This is an optimization exercise on Yosys and OpenROAD, whose aim is small area, a short achievable clock period and few clock cycles, not a production implementation. Function was checked by simulation only, so behaviour that the tests miss may differ from the original.

[flow/config.mk]
export PLATFORM = sky130hd
export DESIGN_NAME = fwdkm_seq
export DESIGN_NICKNAME = fwdkm_seq
export VERILOG_FILES = /design/flow/design.v
export SDC_FILE = /design/flow/constraint.sdc
export NUM_CORES = 4
export LEC_CHECK = 0
export CAP_MARGIN = 20
export CORE_MARGIN = 2
export CORE_UTILIZATION = 40
export SLEW_MARGIN = 20
[flow/constraint.sdc]
create_clock -name core_clock -period 13.0 [get_ports {clk}]
set_input_delay 2.6000 -clock core_clock [delete_from_list [all_inputs] [get_ports {clk}]]
set_output_delay 2.6000 -clock core_clock [all_outputs]
set_load 0.01 [all_outputs]
[flow/design.v]
module fwdkm_seq #(
  parameter int unsigned NJ    = 3,
  parameter int unsigned ANG_W = 32,
  parameter int unsigned COS_W = 32,
  parameter int unsigned LEN_W = 16,
  parameter int unsigned ACC_W = 64
) (
  input  logic                 clk,
  input  logic                reset,
  input  logic                in_valid,
  output logic                in_ready,
  input  logic [ANG_W-1:0]    yaw_ang,
  input  logic [NJ*ANG_W-1:0] jnt_ang,
  input  logic [NJ*ANG_W-1:0] jnt_off,
  input  logic [NJ*LEN_W-1:0] link_len,
  input  logic [LEN_W-1:0]    base_h,
  output logic                cos_req_valid,
  input  logic                cos_req_ready,
  output logic [ANG_W-1:0]    cos_req_angle,
  input  logic                cos_rsp_valid,
  input  logic [COS_W-1:0]    cos_rsp_data,
  output logic                out_valid,
  input  logic                out_ready,
  output logic [ACC_W-1:0]    pos_x,
  output logic [ACC_W-1:0]    pos_y,
  output logic [ACC_W-1:0]    pos_z,
  output logic                busy
);
  localparam int unsigned F    = COS_W - 2;
  localparam int unsigned NOPS = 2 * NJ + 2;
  localparam int unsigned OP_W = $clog2(NOPS);
  localparam logic [ANG_W-1:0] QTR = ANG_W'(1) << (ANG_W - 2);
  typedef enum logic [1:0] {StIdle, StReq, StWait, StDone} state_e;
  state_e                state_q, state_d;
  logic [OP_W-1:0]       op_q, op_d;
  logic [ANG_W-1:0]      yaw_q;
  logic [NJ*ANG_W-1:0]   ang_q, off_q;
  logic [NJ*LEN_W-1:0]   len_q;
  logic [LEN_W-1:0]      base_q;
  logic [ACC_W-1:0]      r_q, r_d, h_q, h_d;
  logic [ACC_W-1:0]      pos_x_q, pos_x_d, pos_y_q, pos_y_d, pos_z_q, pos_z_d;
  logic                  out_valid_q, out_valid_d;
  logic                  capture;
  logic [ANG_W-1:0]      theta [NJ];
  logic [ANG_W-1:0]      op_ang;
  logic [LEN_W-1:0]      op_len;
  logic                  is_yaw;
  logic [ACC_W-1:0]      c_ext, l_ext, lin_prod, base_term, yaw_res;
  logic [ACC_W+F-1:0]    r_wide, c_wide;
  always_comb begin : theta_gen
    logic [ANG_W-1:0] sum;
    sum = '0;
    for (int unsigned k = 0; k < NJ; k++) begin
      sum      = sum + off_q[k*ANG_W +: ANG_W] + ang_q[k*ANG_W +: ANG_W];
      theta[k] = sum;
    end
  end
  assign is_yaw = (op_q >= OP_W'(2 * NJ));
  always_comb begin
    op_ang = yaw_q;
    op_len = '0;
    for (int unsigned k = 0; k < NJ; k++) begin
      if (32'(op_q >> 1) == k) begin
        op_ang = theta[k];
        op_len = len_q[k*LEN_W +: LEN_W];
      end
    end
  end
  assign cos_req_angle = op_ang - (op_q[0] ? QTR : '0);
  assign c_ext     = {{(ACC_W-COS_W){cos_rsp_data[COS_W-1]}}, cos_rsp_data};
  assign l_ext     = {{(ACC_W-LEN_W){1'b0}}, op_len};
  assign lin_prod  = l_ext * c_ext;
  assign base_term = {{(ACC_W-LEN_W){1'b0}}, base_q} << F;
  assign r_wide  = {{F{r_q[ACC_W-1]}}, r_q};
  assign c_wide  = {{F{c_ext[ACC_W-1]}}, c_ext};
  assign yaw_res = ACC_W'((r_wide * c_wide) >> F);
  always_comb begin
    state_d       = state_q;
    op_d          = op_q;
    r_d           = r_q;
    h_d           = h_q;
    pos_x_d       = pos_x_q;
    pos_y_d       = pos_y_q;
    pos_z_d       = pos_z_q;
    out_valid_d   = out_valid_q;
    capture       = 1'b0;
    in_ready      = 1'b0;
    cos_req_valid = 1'b0;
    unique case (state_q)
      StIdle: begin
        in_ready = 1'b1;
        if (in_valid) begin
          capture = 1'b1;
          op_d    = '0;
          r_d     = '0;
          h_d     = '0;
          state_d = StReq;
        end
      end
      StReq: begin
        cos_req_valid = 1'b1;
        if (cos_req_ready) state_d = StWait;
      end
      StWait: begin
        if (cos_rsp_valid) begin
          op_d    = op_q + 1'b1;
          state_d = StReq;
          if (!is_yaw) begin
            if (op_q[0]) h_d = h_q + lin_prod;
            else         r_d = r_q + lin_prod;
          end else if (!op_q[0]) begin
            pos_z_d = yaw_res;
          end else begin
            pos_x_d     = yaw_res;
            pos_y_d     = base_term + h_q;
            out_valid_d = 1'b1;
            state_d     = StDone;
          end
        end
      end
      StDone: begin
        if (out_ready) begin
          out_valid_d = 1'b0;
          state_d     = StIdle;
        end
      end
      default: state_d = StIdle;
    endcase
  end
  always_ff @(posedge clk or posedge reset) begin
    if (reset) begin
      state_q     <= StIdle;
      op_q        <= '0;
      r_q         <= '0;
      h_q         <= '0;
      pos_x_q     <= '0;
      pos_y_q     <= '0;
      pos_z_q     <= '0;
      out_valid_q <= 1'b0;
    end else begin
      state_q     <= state_d;
      op_q        <= op_d;
      r_q         <= r_d;
      h_q         <= h_d;
      pos_x_q     <= pos_x_d;
      pos_y_q     <= pos_y_d;
      pos_z_q     <= pos_z_d;
      out_valid_q <= out_valid_d;
    end
  end
  always_ff @(posedge clk or posedge reset) begin
    if (reset) begin
      yaw_q  <= '0;
      ang_q  <= '0;
      off_q  <= '0;
      len_q  <= '0;
      base_q <= '0;
    end else if (capture) begin
      yaw_q  <= yaw_ang;
      ang_q  <= jnt_ang;
      off_q  <= jnt_off;
      len_q  <= link_len;
      base_q <= base_h;
    end
  end
  assign out_valid = out_valid_q;
  assign pos_x     = pos_x_q;
  assign pos_y     = pos_y_q;
  assign pos_z     = pos_z_q;
  assign busy      = (state_q != StIdle);
endmodule
[flow/run.sh]
#!/bin/bash
# synth_recipe.tcl (not shown) runs the flow's synth.tcl, then flattens the netlist and writes it again
# the make line also repeats each setting of config.mk as NAME=value (left out here)
make -C /OpenROAD-flow-scripts/flow DESIGN_CONFIG=/design/flow/config.mk WORK_HOME=/design/flow/orfs CLKGATE_MAP_FILE= SYNTH_SCRIPT=/design/flow/synth_recipe.tcl finish
==> flow_summary.ini <==
[status]
run_status = no timing/DRC/antenna violations

[die]
initial_core_util_pct = 40.22
io_pins = 554
die_width_microns = 553.2
rows = 201
die_h_microns = 553.2
die_outline_area_sq_um = 306100
core_region_area_sq_um = 300000

[global_route]
initial_antenna_violation_count = 26
grt.total_usage_pct = 25.00
maximum_number_of_pins_on_one_net_before_global_route_repair = 182
grt_first_pass_wirelength_microns = 585600
first_global_vias = 95500
grt.overflow.total = 0

[finish]
layout.filler_cells = 29470
finished_core_util_pct = 44.53
area_delta_synth_final_pct = 10.72
regArea_sq_um = 15370
area_of_the_multi_input_gates_sq_um = 91800
finish.net_count = 17120
stdcell_area_sq_um = 133600
layout-drive-gt1-share_pct = 5.531

[route]
vias_per_cell = 5.179
dr.first_iter.drc_count = 6111
wl_microns = 377100
detailedRoute.firstPassIterationCount = 6
vias = 91350
avgRoutedWirePerCell_microns = 21.38
detailroute.wirelength.met3_microns = 27630
number_of_nets_with_antenna_violations_after_routing = 0
top_layer_used = met5
routedLengthMet1_microns = 158700
route.met2.wl_microns = 177000
drc = 0

[placement]
place.gp.congestion = 0.9994
dpl-instance-area_sq_um = 130800
io_buffers = 553
hpwlAfterDp_microns = 309000

[critical_path]
worstPathBufferInverterCount = 5
cp.required_ns = 10.40
crit_path_max_delay_family = compound AO/OA/AOI/OAI gates
endpoint_arrival_time_on_the_critical_path_ns = 9.75
critical-path-slowest-cell = a221oi_1
critPathLaunchType = flip-flop
cell_occurring_most_often_along_the_worst_timing_path = a21oi_1
cpPeakStageDelay_ns = 0.71
worst-setup-path-type = flip-flop to output pin
worst_setup_path_end_kind = output pin
crit_path_max_fanout = 7

[logic_synthesis]
post_synth.cell_area_avg_sq_um = 9.000
ys_async_rst_share_pct = 100.0
mappedNetlistNets = 16920
ys_seq_elements = 614
synth.largest_area_cell = fa_1
synth.top_cell.area_share_pct = 42.77
synthesis.area_sq_um = 120700
ranking_of_synthesized_cells_by_area = fa_1 (43%), dfrtp_1 (13%), inv_1 (9.2%)
synth-seq-area-share_pct = 12.73
synth_cells = 13410
synthesis.yosys.warnings = 2
synth_top_flop_cell = dfrtp_1
netlist-cell-type-count = 90
synth_edf_count = 0

[cts]
clkLatencyLatePin_ns = 0.71
cts-root-to-sink-buffers = 3
clock_tree.htree_level_count = 3
cts_tree = built
clock_sinks = 614
cts_buffers = 76
clk_pin_slew_worst_paths_ns = 0.06
post_cts_buffers = 0
cts_root_buf = clkbuf_16

[sta]
finalMaxSlewViolations = 0
fin_crit_sh_pct = 95.01
worst_clock_skew_ns = 0.04725
finalSetupTns_ns = 0
upper_clock_frequency_limit_mhz = 80.96
timing.max_slew.rel_slack_pct = 28.42
setup_repair_after_global_routing_missed_its_margin = no
post-route-min-period_ns = 12.35
tightest_slew_ns = 1.072
finalHoldViolCount = 0
hold-worst-slack_ns = 0.4705
finalSetupViolCount = 0

[worst_hold_path]
hold_path_class = flip-flop to flip-flop

[run]
max_cap_viol_count = 0
## routing by layer
metal / vias up / GRT usage, %
li1: 40380 / -
met1: 47460 / 33.81
met2: 2919 / 40.57
met3: 578 / 4.685
met4: 16 / 7.791
met5: - / 0
## cell usage in the layout, fill, tap and decap left out, types with 108 or more instances in the layout
cell type and n:
a21o_1 181, a21oi_1 361, and2_1 678, buf_4 263, clkdlybuf4s50_1 520, dfrtp_1 611, fa_1 2578, ha_1 608
inv_1 2942, mux2_2 241, nand2_1 2579, nand2b_1 108, nor2_1 232, o21ai_0 445, xnor2_1 217, xor2_1 129
## cells by family after synthesis
family                   count (synthesis)  share of synthesized area [%]
AND/OR/NAND/NOR                       3916                          14.43
flip-flops                             614                          12.73
multiplexers                           270                          2.531
AO/OA/AOI/OAI                         1427                          7.334
XOR/XNOR                               349                          2.545
buffers and inverters                 3645                          11.36
adder cells (fa/ha/maj)               3186                          49.07
## area by class of cell
cell class | count | share of cell area [%]
well taps | 3958 | 3.707
repair buffers | 825 | 5.705
multi-input cells | 9148 | 68.72
clock inverters | 40 | 0.5048
flip-flops and latches | 614 | 11.51
clock buffers | 97 | 1.558
diodes | 15 | 0.02810
inverters | 2944 | 8.274
## sequential cells by signal, summed over array words and instances (netlist names), 16 cells and up
| register | cells |
|---|---|
| pos_x_q | 64 |
| yaw_q | 32 |
| r_q | 64 |
| pos_y_q | 64 |
| ang_q | 96 |
| pos_z_q | 64 |
| off_q | 96 |
| len_q | 48 |
| base_q | 16 |
| h_q | 64 |
## timing repair
action | 4_1_cts | 5_1_grt
pin swaps | 0 | 0
gates cloned | 0 | 0
endpoints found under the hold margin | 0 | 0
hold buffers | 0 | 0
gates resized for setup | 1 | 6
endpoints found under the setup margin | 1 | 3
## metrics by stage
step / setup slack, ns / instances
after floorplan: 0.1472 / 13410
after global placement: 0.3083 / 17490
after detailed placement: 0.2696 / 17490
after CTS: 0.1623 / 17630
after global routing: 0.01222 / 17630
final: 0.6488 / 17640
## synthesized netlist by cell type, drive strengths merged (54+ instances only)
cell type and n:
mux2 241, a21o 185, inv 2943, a211oi 54
o21ai 468, nand3 61, fa 2578, xor2 130
nand2b 108, ha 608, xnor2 218, dfrtp 614
and2 679, nor2 232, clkbuf 683, nand2 2581
a21oi 362
## final timing paths
kind	end	from	slack, ns	cells past startpoint
max reg2reg	r_q[63]	op_q[1]	1.15	43
min in group asynchronous	pos_x_q[53]	reset	2.42	2
max	cos_req_angle[30]	ang_q[0]	0.65	38
min	pos_y_q[30]	pos_y_q[30]	0.47	2
min reg2reg	pos_y_q[30]	pos_y_q[30]	0.47	2
max in group asynchronous	h_q[26]	reset	8.27	4
## worst register-to-register path: cells and delay by family, from the launching register on
| kind | cells | cell delay, ns |
|---|---|---|
| and+or+nand+nor | 9 | 1.92 |
| DFF | 1 | 0.75 |
| buffers and inverters | 10 | 1.68 |
| AOI/OAI and AO/OA | 14 | 2.89 |
| adders and majority gates | 8 | 3.67 |
| xor gates and xnor gates | 2 | 0.86 |
Testbench counts, summed over its fixed seeds: cycles 6,912.

==> afterwards: timing with drivers on the ports <==
Ports are ideal in the flow. The routed layout listed here was re-timed in OpenROAD.
Step 1 (the two cells are an assumption about what drives the block):
set clk [get_ports {clk}]
set_driving_cell -lib_cell sky130_fd_sc_hd__clkbuf_16 $clk
set_driving_cell -lib_cell sky130_fd_sc_hd__buf_2 [delete_from_list [all_inputs] $clk]
Step 2 adds t to the input delays and takes it off the output delays; t is the mean of the earliest and latest rising clock arrival at the registers after step 1. Input paths then give back, and output paths get back, about the clock's delay inside the block.
Slacks: ideal ports / drivers / drivers and shift; pairs: ideal ports / drivers.
t, ns: 0.794
slack for setup (ns): 0.649 / 0.542 / 0.188
worst setup path at the end: input to register
worst slew at a driven data input, ns: 0.22
After both steps this run still meets setup and hold. For this run, drivers alone change the setup slack by -0.107 ns; drivers and shift together by -0.461 ns.
